Context: an optimization exercise on an open-source flow, tuned for small area, a short achievable clock period and few clock cycles. The choices shown serve that exercise and are no tape-out recipe.
Only simulation tests tie the RTL to the original design; equivalence was not proved.

Setup of run 1:
==> flow/design.v (excerpt) <==
module radix_number_string_parser_unit #(
  parameter int VALUE_BITS    = 48,
  parameter int FRACTION_BITS = 16
) (
  input  logic                  clk_i,
  input  logic                  rst_ni,
  input  logic                  cfg_we_i,
  input  logic [5:0]            cfg_data_i,
  input  logic                  in_valid_i,
  output logic                  in_ready_o,
  input  logic [7:0]            char_code_i,
  input  logic                  is_last_i,
  output logic                  out_valid_o,
  input  logic                  out_ready_i,
  output logic [2:0]            status_o,
  output logic signed [VALUE_BITS-1:0] value_o
);
Settings: LEC_CHECK=0, ABC_CLOCK_PERIOD_IN_PS=5000, CAP_MARGIN=20, CORE_MARGIN=2, CORE_UTILIZATION=50, PLACE_DENSITY=0.7, SETUP_SLACK_MARGIN=4.4, SLEW_MARGIN=20; clock period 10.0 ns.
run.sh (not shown) runs the stock make flow with config.mk's settings and CLKGATE_MAP_FILE= SYNTH_SCRIPT=/design/flow/synth_recipe.tcl, a recipe that flattens the netlist after the stock synthesis.
Testbench counts of run 1, summed over its fixed seeds: cycles 5,608.
Input-level comparison between run 2 and run 1:
Settings: CORE_UTILIZATION: 50 -> 60; PLACE_DENSITY: 0.7 -> unset; SETUP_SLACK_MARGIN: 4.4 -> 4.5.
- Going from run 1 to run 2, highest clock rate barely changed, number of buffers outside the clock class in the layout climbed about 17%, overall die area dropped 0.013 mm², number of buffers inserted by post-CTS setup repair climbed 14.
- Run 1 reports its highest metal layer with signal wires as met5 while run 2 reports met4.
- Final worst-path setup slack, run 1 and run 2: smaller value in run 2
- Run 2 — global-route usage 8.8 points higher, run 1 as reference
- Run 1 reached the end of the flow, and the finished layout is clean on the timing, DRC and antenna checks.
- Looking at the reports, run 2 completed the entire flow and the layout it produced met the timing, DRC and antenna checks.
Input-level comparison between run 3 and run 2:
Settings: changing SETUP_SLACK_MARGIN from 4.5 to 4.7.
Notes after the runs:
A destination of the critical timing path of wm_q[0] is what run 2 shows, while wm_q[3] belongs to run 3. Layout checks on run 3: not met. Flow itself completed; violations: antenna rules. Diff run 2 -> run 3 | total routed wirelength | up by a few percent. In run 3, met1 capacity usage during global routing is higher than in run 2. Taking run 2 as the reference, in run 3 instance area at placement increased about 0.33%; filler cell count decreased about 5%.

========
radix_number_string_parser_unit again, from the RTL that the note above started with.
make LEC_CHECK=0 ABC_CLOCK_PERIOD_IN_PS=5000 CAP_MARGIN=20 CORE_MARGIN=2 CORE_UTILIZATION=50 SETUP_SLACK_MARGIN=4.6 SLEW_MARGIN=20 finish   # period 10.0 ns
The starting point passed the timing, DRC and antenna checks.
Testbench counts at the start, summed over its fixed seeds: cycles 5,608.
Change:
- CORE_UTILIZATION: 50 -> 40
- SETUP_SLACK_MARGIN: 4.6 -> 4.5
Non-clock buffer count shrinks by 18.
Critical path depth is lower by 6.
Worst hold slack improves by 0.011 ns.
Worst setup slack degrades by 0.092 ns.
Final cell count grows by 4.0%.
Utilization came out lower by 12 points.
Change:
- CORE_UTILIZATION: 40 -> 50
- PLACE_DENSITY: unset -> 0.7
- TNS_END_PERCENT: unset -> 5
Result: Worst setup slack gets worse by 0.057 ns; worst hold slack degrades by 0.014 ns; clock skew shrinks by 0.025 ns; synthesized cell count is unchanged; via count came out higher by about 0.6%; register-to-register slack got worse by 0.14 ns.
Change:
- GPL_ROUTABILITY_DRIVEN: unset -> 0
- TNS_END_PERCENT: 5 -> unset
=>
- cell area increases slightly
- fmax came out higher slightly
- die area does not change
- clock-buffer cell count is unchanged

========
radix_number_string_parser_unit again, from the RTL that the note above started with.
Settings: LEC_CHECK=0, ABC_CLOCK_PERIOD_IN_PS=5000, CAP_MARGIN=20, CORE_MARGIN=2, CORE_UTILIZATION=50, SETUP_SLACK_MARGIN=4.8, SLEW_MARGIN=20; clock period 10.0 ns.
The starting point ran to the end with no violations.
Testbench counts at the start, summed over its fixed seeds: cycles 5,608.
Edit:
Settings changed: CORE_UTILIZATION 50 to 60, CTS_BUF_LIST set to sky130_fd_sc_hd__clkbuf_8, SETUP_SLACK_MARGIN 4.8 to 4.5.
Cell area drops by 3.4%.
Clock skew climbs by 0.030 ns.
Clock-buffer cell count climbs by 13.
Critical path depth climbs by 3.
Hold slack got worse by 0.011 ns.
Synthesized area is unchanged.
Setup slack got worse by 0.22 ns.
Edit:
Settings changed: CORE_UTILIZATION 60 to 50, CTS_BUF_LIST sky130_fd_sc_hd__clkbuf_8 to not set, SETUP_SLACK_MARGIN 4.5 to 4.4.
Setup slack gets better by 0.068 ns; clock skew goes down by 0.026 ns; final area is lower slightly.

re-timing with driven ports:
Ports are ideal in the flow. The routed layouts listed here were re-timed in OpenROAD.
Step 1 sets driving cells, clkbuf_16 on the clock port and buf_2 on the other inputs (assumed; they add their load-dependent delay and slew).
Step 2 also shifts input and output timing later by t, the mid clock arrival at the registers, as if the neighbouring blocks saw the same clock.
a / b / c = ideal / step 1 / step 2; a / b = the first two.
run	t, ns	setup slack, ns	worst setup path after step 2
run 1	0.660	4.525 / 4.525 / 4.103	input to register
run 2	0.667	4.513 / 4.513 / 4.177	input to register
run 3	0.676	4.568 / 4.568 / 4.118	input to register
the first run of note 2	0.671	4.630 / 4.630 / 4.177	input to register
the second run of note 2	0.656	4.537 / 4.585 / 3.929	input to register
the third run of note 2	0.657	4.480 / 4.480 / 4.139	input to register
the fourth run of note 2	0.665	4.545 / 4.545 / 4.065	input to register
the first run of note 3	0.655	4.691 / 4.691 / 4.332	input to register
the second run of note 3	0.726	4.475 / 4.475 / 4.202	input to register
the third run of note 3	0.653	4.543 / 4.543 / 4.127	input to register
The setup slack of the second run of note 2, which loses most, moves by +0.048 ns with the drivers and by -0.608 ns with both steps.
